From an optimization exercise on the open Yosys and OpenROAD flow, aimed at small area, a short achievable clock period and few clock cycles per item; shortcuts taken in it are not production practice. RTL that was checked went through simulation tests only; none was proved equivalent to the original.

==> delta: inputs <==
// hlsm_dp_param
module hlsm_dp_param (
  input  logic        Clk,
  input  logic        Rst,
  input  logic        Start,
  input  logic [31:0] a,
  input  logic [31:0] b,
  input  logic [31:0] c,
  output logic        Busy,
  output logic        Done,
  output logic [31:0] z,
  output logic [31:0] x,
  output logic        Ovf
);
  logic        acc;
  assign acc = Start & ~Busy;
  logic [32:0] sd, se;
  logic        bgtc, gt, pair;
  logic [31:0] csuf;
  logic [16:0] eo, et, en;
  logic [31:0] ar, dr;
  logic [16:0] bo, bt, bn;
  logic        ov1;
  assign gt = (sd[32] == se[32]) ? bgtc : se[32];
  always_comb begin
    csuf[31] = c[31];
    for (int k = 30; k >= 0; k--) csuf[k] = csuf[k+1] | c[k];
    pair = 1'b0;
    for (int i = 1; i < 32; i++) pair = pair | (a[i] & csuf[32-i]);
  end
  always_comb begin
    for (int r = 0; r < 17; r++) begin
      logic m1, m0, mm;
      m1 = (2*r+1 < 32) ? c[2*r+1] : 1'b0;
      m0 = (2*r < 32) ? c[2*r] : 1'b0;
      mm = (r == 0) ? 1'b0 : c[2*r-1];
      eo[r] = m0 ^ mm;
      et[r] = (m1 & ~m0 & ~mm) | (~m1 & m0 & mm);
      en[r] = m1;
    end
  end
  always_ff @(posedge Clk) begin
    ar <= a;
    bo <= eo;
    bt <= et;
    bn <= en;
  end
  logic [31:0] er;
  logic        gtr;
  always_ff @(posedge Clk) begin
    if (acc) begin
      dr  <= sd[31:0];
      er  <= se[31:0];
      gtr <= gt;
      ov1 <= sd[32] | se[32] | pair;
    end
  end
  assign z = gtr ? dr : er;
  logic [32:0] pp [17];
  logic [32:0] ts, tc;
  logic [31:0] s3, c3, xp, xg, xpr, xgr;
  logic        c3r31;
  logic [7:0] bg, bp, bgr, bpr;
  logic        t32r, cfr, p32r;
  for (genvar r = 0; r < 17; r++) begin : g_row
    for (genvar k = 0; k < 33 - 2*r; k++) begin : g_bit
      hdp_bs u_bs (bo[r], bt[r], bn[r], (k < 32) ? ar[k] : 1'b0, (k >= 1 && k <= 32) ? ar[k-1] : 1'b0, pp[r][k]);
    end
  end
  always_ff @(posedge Clk) begin
    if (Busy) begin
      xpr   <= xp;
  ...
Settings: LEC_CHECK=0, CAP_MARGIN=20, CORE_MARGIN=2, CORE_UTILIZATION=40, CTS_BUF_LIST=sky130_fd_sc_hd__clkbuf_4 sky130_fd_sc_hd__clkbuf_8, SLEW_MARGIN=20, SYNTH_HIERARCHICAL=1, SYNTH_MINIMUM_KEEP_SIZE=0; clock period 12.5 ns.
standard.sh (not shown) runs the stock make flow with config.mk's settings and CLKGATE_MAP_FILE= SYNTH_SCRIPT=/design/flow/synth_recipe.tcl, a recipe that flattens the netlist after the stock synthesis.
==> flow/flow/run.sh <==
#!/bin/bash
# Own layout flow: the standard flow (standard.sh) in three parts.
#  1. standard synthesis, unchanged;
#  2. flow/downsize.tcl: every combinational cell that synthesis mapped to a
#     drive strength above 1 is set to strength 1 (same function and pins); the
#     resizer later upsizes what timing needs;
#  3. the rest of the standard flow, with a tighter internal repair target for
#     setup (SETUP_SLACK_MARGIN; the SDC is unchanged) and buf_2 port buffers.
# Each tool's output goes to a log file of its own here (and ORFS's per-step
# logs under orfs/logs).
set -euo pipefail
MARGIN=${MARGIN:-7.5}
bash standard.sh synth > make_synth.log 2>&1
openroad -no_init -exit flow/downsize.tcl > downsize.log 2>&1
bash standard.sh SETUP_SLACK_MARGIN=$MARGIN \
  "BUFFER_PORTS_ARGS=-buffer_cell sky130_fd_sc_hd__buf_2" finish > make_finish.log 2>&1
==> flow/flow/downsize.tcl <==
# Set combinational cells of drive strength > 1 to strength 1 in 1_synth.odb.
set odb_file orfs/results/sky130hd/hlsm_dp_param/base/1_synth.odb
read_db $odb_file
set db [ord::get_db]
set n 0
foreach inst [[ord::get_db_block] getInsts] {
  set m [$inst getMaster]
  set name [$m getName]
  if {[regexp {^(sky130_fd_sc_hd__)(\w+)_([0-9]+)$} $name -> pre base size]} {
    if {$size <= 1} continue
    if {[regexp {^(df|edf|sdf|dl|clk|buf|inv|conb|tap|fill|decap)} $base]} continue
    set small [$db findMaster ${pre}${base}_1]
    if {$small eq "NULL" || $small eq ""} continue
    # same pin names required
    set p1 [lsort [lmap t [$m getMTerms] {$t getName}]]
    set p2 [lsort [lmap t [$small getMTerms] {$t getName}]]
    if {$p1 ne $p2} continue
    $inst swapMaster $small
    incr n
  }
}
puts "downsized $n cells"
write_db $odb_file
==> xenon (differences from delta) <==
--- a/flow/design.v
+++ b/flow/design.v
@@ -36,29 +36,25 @@
       eo[r] = m0 ^ mm;
       et[r] = (m1 & ~m0 & ~mm) | (~m1 & m0 & mm);
       en[r] = m1;
     end
   end
   always_ff @(posedge Clk) begin
     ar <= a;
+    dr <= sd[31:0];
     bo <= eo;
     bt <= et;
     bn <= en;
   end
-  logic [31:0] er;
-  logic        gtr;
   always_ff @(posedge Clk) begin
     if (acc) begin
-      dr  <= sd[31:0];
-      er  <= se[31:0];
-      gtr <= gt;
+      z   <= gt ? sd[31:0] : se[31:0];
       ov1 <= sd[32] | se[32] | pair;
     end
   end
-  assign z = gtr ? dr : er;
   logic [32:0] pp [17];
   logic [32:0] ts, tc;
   logic [31:0] s3, c3, xp, xg, xpr, xgr;
   logic        c3r31;
   logic [7:0] bg, bp, bgr, bpr;
   logic        t32r, cfr, p32r;
   for (genvar r = 0; r < 17; r++) begin : g_row
==> garnet (differences from delta) <==
--- a/flow/design.v
+++ b/flow/design.v
@@ -36,29 +36,25 @@
       eo[r] = m0 ^ mm;
       et[r] = (m1 & ~m0 & ~mm) | (~m1 & m0 & mm);
       en[r] = m1;
     end
   end
   always_ff @(posedge Clk) begin
     ar <= a;
+    dr <= sd[31:0];
     bo <= eo;
     bt <= et;
     bn <= en;
   end
-  logic [31:0] er;
-  logic        gtr;
   always_ff @(posedge Clk) begin
     if (acc) begin
-      dr  <= sd[31:0];
-      er  <= se[31:0];
-      gtr <= gt;
+      z   <= gt ? sd[31:0] : se[31:0];
       ov1 <= sd[32] | se[32] | pair;
     end
   end
-  assign z = gtr ? dr : er;
   logic [32:0] pp [17];
   logic [32:0] ts, tc;
   logic [31:0] s3, c3, xp, xg, xpr, xgr;
   logic        c3r31;
   logic [7:0] bg, bp, bgr, bpr;
   logic        t32r, cfr, p32r;
   for (genvar r = 0; r < 17; r++) begin : g_row
@@ -79,15 +75,15 @@
   logic [32:0] xs;
   logic        ovk, ovm;
   assign x = xs[31:0];
   assign cfr  = bgr[7] | (bpr[7] & (bgr[6] | (bpr[6] & (bgr[5] | (bpr[5] & (bgr[4] | (bpr[4] & (bgr[3] | (bpr[3] & (bgr[2] | (bpr[2] & (bgr[1] | (bpr[1] & (bgr[0]))))))))))))));
   assign p32r = t32r ^ cfr;
   assign ovk = ov1 | p32r | (cfr & ~c3r31);
   assign ovm = cfr | ~c3r31;
-  assign Ovf = ovk | (ovm & ~xs[32]);
+  hdp_aon u_ovf (ovk, ovm, xs[32], Ovf);
   always_ff @(posedge Clk or posedge Rst) begin
     if (Rst) begin
       Busy <= 1'b0;
       Done <= 1'b0;
     end else begin
       Busy <= acc;
       Done <= Busy | (Done & ~acc);
@@ -1072,14 +1068,17 @@
 module hdp_gp (input logic gh, input logic ph, input logic gl, input logic pl, output logic g, output logic p);
   assign g = gh | (ph & gl);
   assign p = ph & pl;
 endmodule
 module hdp_g (input logic gh, input logic ph, input logic gl, output logic g);
   assign g = gh | (ph & gl);
 endmodule
+module hdp_aon (input logic k, input logic m, input logic x, output logic y);
+  assign y = k | (m & ~x);
+endmodule
 module hdp_x2 (input logic a, input logic b, output logic y);
   assign y = a ^ b;
 endmodule
 module hdp_mj (input logic a, input logic b, input logic c, output logic y);
   assign y = (a & b) | (a & c) | (b & c);
 endmodule
 module hdp_bs (input logic one, input logic two, input logic neg, input logic a1, input logic a0, output logic p);
--- a/flow/flow/run.sh
+++ b/flow/flow/run.sh
@@ -5,12 +5,12 @@
 #     drive strength above 1 is set to strength 1 (same function and pins); the
 #     resizer later upsizes what timing needs;
 #  3. the rest of the standard flow, with a tighter internal repair target for
 #     setup (SETUP_SLACK_MARGIN; the SDC is unchanged) and buf_2 port buffers.
 # Each tool's output goes to a log file of its own here (and ORFS's per-step
 # logs under orfs/logs).
 set -euo pipefail
-MARGIN=${MARGIN:-7.5}
+MARGIN=${MARGIN:-9}
 bash standard.sh synth > make_synth.log 2>&1
 openroad -no_init -exit flow/downsize.tcl > downsize.log 2>&1
 bash standard.sh SETUP_SLACK_MARGIN=$MARGIN \
   "BUFFER_PORTS_ARGS=-buffer_cell sky130_fd_sc_hd__buf_2" finish > make_finish.log 2>&1
==> notes <==
- In xenon the wire length is smaller than in garnet, by about 8%.
- Hold slack, lowest first: xenon, delta, garnet.
No functional check of the RTL was part of any run of this note.

---

==> job 7414 <==
Another version of the RTL of hlsm_dp_param (not shown whole).
Settings: LEC_CHECK=0, CAP_MARGIN=20, CORE_MARGIN=2, CORE_UTILIZATION=70, CTS_BUF_LIST=sky130_fd_sc_hd__clkbuf_4 sky130_fd_sc_hd__clkbuf_8, SLEW_MARGIN=20, SYNTH_HIERARCHICAL=1, SYNTH_MINIMUM_KEEP_SIZE=0; clock period 12.5 ns.
==> flow/flow/run.sh <==
#!/bin/bash
# Own layout flow: the standard flow (standard.sh) in three parts.
#  1. standard synthesis, unchanged;
#  2. flow/downsize.tcl: every combinational cell that synthesis mapped to a
#     drive strength above 1 is set to strength 1 (same function and pins); the
#     resizer later upsizes what timing needs;
#  3. the rest of the standard flow, with a tighter internal repair target for
#     setup (SETUP_SLACK_MARGIN; the SDC is unchanged) and buf_2 port buffers.
# Each tool's output goes to a log file of its own here (and ORFS's per-step
# logs under orfs/logs).
set -euo pipefail
MARGIN=${MARGIN:-7.5}
bash standard.sh synth > make_synth.log 2>&1
openroad -no_init -exit flow/downsize.tcl > downsize.log 2>&1
bash standard.sh SETUP_SLACK_MARGIN=$MARGIN \
  "BUFFER_PORTS_ARGS=-buffer_cell sky130_fd_sc_hd__buf_2" finish > make_finish.log 2>&1
Scripts as last shown in full above: flow/flow/downsize.tcl
==> inputs of job 2309, as changes to job 7414 <==
--- a/flow/design.v
+++ b/flow/design.v
@@ -12,16 +12,17 @@
   output logic        Ovf
 );
   logic        acc;
   assign acc = Start & ~Busy;
   logic [32:0] sd, se;
-  logic        bgtc, gt, pair;
+  logic        bgtc, gt, pair, ovs;
   logic [31:0] csuf;
   logic [16:0] eo, et, en;
   logic [31:0] ar, dr;
   logic [16:0] bo, bt, bn;
   logic        ov1;
+  hdp_or3 u_ovs (pair, sd[32], se[32], ovs);
   assign gt = (sd[32] == se[32]) ? bgtc : se[32];
   always_comb begin
     csuf[31] = c[31];
     for (int k = 30; k >= 0; k--) csuf[k] = csuf[k+1] | c[k];
     pair = 1'b0;
@@ -49,11 +50,11 @@
   always_ff @(posedge Clk) begin
     if (acc) begin
       dr  <= sd[31:0];
       er  <= se[31:0];
       gtr <= gt;
-      ov1 <= sd[32] | se[32] | pair;
+      ov1 <= ovs;
     end
   end
   assign z = gtr ? dr : er;
   logic [32:0] pp [17];
   logic [32:0] ts, tc;
@@ -956,10 +957,13 @@
   assign p = ph & pl;
 endmodule
 module hdp_g (input logic gh, input logic ph, input logic gl, output logic g);
   assign g = gh | (ph & gl);
 endmodule
+module hdp_or3 (input logic a, input logic b, input logic c, output logic y);
+  assign y = a | b | c;
+endmodule
 module hdp_aon (input logic k, input logic m, input logic x, output logic y);
   assign y = k | (m & ~x);
 endmodule
 module hdp_x2 (input logic a, input logic b, output logic y);
   assign y = a ^ b;
- CORE_UTILIZATION: 70 -> 55
- PLACE_DENSITY: default -> 0.75
==> inputs of job 7360, as changes to job 7414 <==
--- a/flow/design.v
+++ b/flow/design.v
@@ -12,16 +12,17 @@
   output logic        Ovf
 );
   logic        acc;
   assign acc = Start & ~Busy;
   logic [32:0] sd, se;
-  logic        bgtc, gt, pair;
+  logic        bgtc, gt, pair, ovs;
   logic [31:0] csuf;
   logic [16:0] eo, et, en;
   logic [31:0] ar, dr;
   logic [16:0] bo, bt, bn;
   logic        ov1;
+  hdp_or3 u_ovs (pair, sd[32], se[32], ovs);
   assign gt = (sd[32] == se[32]) ? bgtc : se[32];
   always_comb begin
     csuf[31] = c[31];
     for (int k = 30; k >= 0; k--) csuf[k] = csuf[k+1] | c[k];
     pair = 1'b0;
@@ -49,11 +50,11 @@
   always_ff @(posedge Clk) begin
     if (acc) begin
       dr  <= sd[31:0];
       er  <= se[31:0];
       gtr <= gt;
-      ov1 <= sd[32] | se[32] | pair;
+      ov1 <= ovs;
     end
   end
   assign z = gtr ? dr : er;
   logic [32:0] pp [17];
   logic [32:0] ts, tc;
@@ -956,10 +957,13 @@
   assign p = ph & pl;
 endmodule
 module hdp_g (input logic gh, input logic ph, input logic gl, output logic g);
   assign g = gh | (ph & gl);
 endmodule
+module hdp_or3 (input logic a, input logic b, input logic c, output logic y);
+  assign y = a | b | c;
+endmodule
 module hdp_aon (input logic k, input logic m, input logic x, output logic y);
   assign y = k | (m & ~x);
 endmodule
 module hdp_x2 (input logic a, input logic b, output logic y);
   assign y = a ^ b;
==> flow/flow/run.sh (replaced) <==
#!/bin/bash
# Own layout flow: the standard flow (standard.sh) in three parts.
#  1. standard synthesis, unchanged;
#  3. the rest of the standard flow, with a tighter internal repair target for
#     setup (SETUP_SLACK_MARGIN; the SDC is unchanged) and buf_2 port buffers.
# Each tool's output goes to a log file of its own here (and ORFS's per-step
# logs under orfs/logs).
set -euo pipefail
MARGIN=${MARGIN:-7.5}
bash standard.sh synth > make_synth.log 2>&1
openroad -no_init -exit flow/size.tcl > size.log 2>&1
bash standard.sh SETUP_SLACK_MARGIN=$MARGIN \
  "BUFFER_PORTS_ARGS=-buffer_cell sky130_fd_sc_hd__buf_2" finish > make_finish.log 2>&1
==> flow/flow/size.tcl (new file) <==
set odb_file orfs/results/sky130hd/hlsm_dp_param/base/1_synth.odb
read_db $odb_file
set db [ord::get_db]
set n 0
set f 0
foreach inst [[ord::get_db_block] getInsts] {
  set m [$inst getMaster]
  set name [$m getName]
  if {![regexp {^(sky130_fd_sc_hd__)(\w+)_([0-9]+)$} $name -> pre base size]} continue
  if {$base eq "dfxtp"} {
    if {[regexp {^(ar|bo|bt|bn|ur0|ur1)\\?\[} [$inst getName]] && $size != 4} {
      $inst swapMaster [$db findMaster ${pre}dfxtp_4]
      incr f
    }
    continue
  }
  if {$size <= 1} continue
  if {[regexp {^(df|edf|sdf|dl|clk|buf|inv|conb|tap|fill|decap)} $base]} continue
  set small [$db findMaster ${pre}${base}_1]
  if {$small eq "NULL" || $small eq ""} continue
  set p1 [lsort [lmap t [$m getMTerms] {$t getName}]]
  set p2 [lsort [lmap t [$small getMTerms] {$t getName}]]
  if {$p1 ne $p2} continue
  $inst swapMaster $small
  incr n
}
puts "downsized $n cells, set $f selector-driving registers to strength 4"
write_db $odb_file
- CORE_UTILIZATION: 70 -> 55
- CTS_BUF_LIST: sky130_fd_sc_hd__clkbuf_4 sky130_fd_sc_hd__clkbuf_8 -> sky130_fd_sc_hd__clkbuf_8 sky130_fd_sc_hd__clkbuf_16
- CTS_CLUSTER_DIAMETER: default -> 80
- CTS_CLUSTER_SIZE: default -> 40
removed: flow/flow/downsize.tcl
==> inputs of job 7214, as changes to job 7414 <==
--- a/flow/design.v
+++ b/flow/design.v
@@ -12,16 +12,17 @@
   output logic        Ovf
 );
   logic        acc;
   assign acc = Start & ~Busy;
   logic [32:0] sd, se;
-  logic        bgtc, gt, pair;
+  logic        bgtc, gt, pair, ovs;
   logic [31:0] csuf;
   logic [16:0] eo, et, en;
   logic [31:0] ar, dr;
   logic [16:0] bo, bt, bn;
   logic        ov1;
+  hdp_or3 u_ovs (pair, sd[32], se[32], ovs);
   assign gt = (sd[32] == se[32]) ? bgtc : se[32];
   always_comb begin
     csuf[31] = c[31];
     for (int k = 30; k >= 0; k--) csuf[k] = csuf[k+1] | c[k];
     pair = 1'b0;
@@ -49,11 +50,11 @@
   always_ff @(posedge Clk) begin
     if (acc) begin
       dr  <= sd[31:0];
       er  <= se[31:0];
       gtr <= gt;
-      ov1 <= sd[32] | se[32] | pair;
+      ov1 <= ovs;
     end
   end
   assign z = gtr ? dr : er;
   logic [32:0] pp [17];
   logic [32:0] ts, tc;
@@ -956,10 +957,13 @@
   assign p = ph & pl;
 endmodule
 module hdp_g (input logic gh, input logic ph, input logic gl, output logic g);
   assign g = gh | (ph & gl);
 endmodule
+module hdp_or3 (input logic a, input logic b, input logic c, output logic y);
+  assign y = a | b | c;
+endmodule
 module hdp_aon (input logic k, input logic m, input logic x, output logic y);
   assign y = k | (m & ~x);
 endmodule
 module hdp_x2 (input logic a, input logic b, output logic y);
   assign y = a ^ b;
--- a/flow/flow/run.sh
+++ b/flow/flow/run.sh
@@ -7,10 +7,10 @@
 #  3. the rest of the standard flow, with a tighter internal repair target for
 #     setup (SETUP_SLACK_MARGIN; the SDC is unchanged) and buf_2 port buffers.
 # Each tool's output goes to a log file of its own here (and ORFS's per-step
 # logs under orfs/logs).
 set -euo pipefail
-MARGIN=${MARGIN:-7.5}
+MARGIN=${MARGIN:-7.25}
 bash standard.sh synth > make_synth.log 2>&1
 openroad -no_init -exit flow/downsize.tcl > downsize.log 2>&1
 bash standard.sh SETUP_SLACK_MARGIN=$MARGIN \
   "BUFFER_PORTS_ARGS=-buffer_cell sky130_fd_sc_hd__buf_2" finish > make_finish.log 2>&1
- CORE_UTILIZATION: 70 -> 55
- CTS_BUF_LIST: sky130_fd_sc_hd__clkbuf_4 sky130_fd_sc_hd__clkbuf_8 -> sky130_fd_sc_hd__clkbuf_8 sky130_fd_sc_hd__clkbuf_16
- CTS_CLUSTER_DIAMETER: default -> 80
- CTS_CLUSTER_SIZE: default -> 40
==> results.txt <==
Job 7360 passed the timing, DRC and antenna checks. Job 7414 produced a clean layout. Job 7214 went through all stages and came out clean. Job 2309 completed with no timing, DRC or antenna violations. Utilization, lowest first: job 7214, job 7360, job 2309, job 7414. Of job 7360 and job 7214, job 7360 has the higher design area (gap 1.8%, measured against job 7214). Register-to-register slack: job 7214 < job 2309 < job 7414 < job 7360. In flip-flop and latch count, job 2309 and job 7360 do not differ. The highest first-iteration DRC count belongs to job 7414, the lowest to job 7214. Between job 7360 and job 7214, the lower worst hold slack is in job 7214 (gap 0.017 ns). Worst setup slack, lowest first: job 7214, job 7414, job 2309, job 7360.
Testbench counts of job 7414, summed over its fixed seeds: cycles 4,800, items 2,400.
Testbench counts of job 2309, summed over its fixed seeds: cycles 4,800, items 2,400.
Testbench counts of job 7360, summed over its fixed seeds: cycles 4,800, items 2,400.
Testbench counts of job 7214, summed over its fixed seeds: cycles 4,800, items 2,400.

==> afterwards: timing with drivers on the ports <==
Ports are ideal in the flow. The routed layouts listed here were re-timed in OpenROAD. Step 1 assumes that a clkbuf_16 drives the clock port and a buf_2 every other input. Step 2 times the ports against the registers' clock, not the clock port: input delays grow and output delays shrink by t, the midpoint of the rising clock arrivals with the driver on. a / b / c = ideal ports / drivers / drivers and shift; a / b = the first two.
run | t (ns) | setup WS [ns] | latest minus earliest clock arrival (ns)
delta | 0.677 | 7.273 / 7.218 / 6.841 | 0.035 / 0.036
xenon | 0.690 | 7.233 / 7.171 / 6.851 | 0.063 / 0.063
garnet | 0.699 | 7.385 / 7.334 / 7.155 | 0.067 / 0.066
job 7414 | 0.637 | 7.447 / 7.395 / 6.952 | 0.033 / 0.033
job 2309 | 0.665 | 7.458 / 7.406 / 7.082 | 0.055 / 0.055
job 7360 | 0.607 | 7.571 / 7.514 / 7.186 | 0.043 / 0.043
job 7214 | 0.599 | 7.377 / 7.323 / 7.000 | 0.066 / 0.067
After both steps every run listed still meets setup and hold. For job 7414, which loses most, drivers alone change the setup slack by -0.052 ns; drivers and shift together by -0.495 ns.
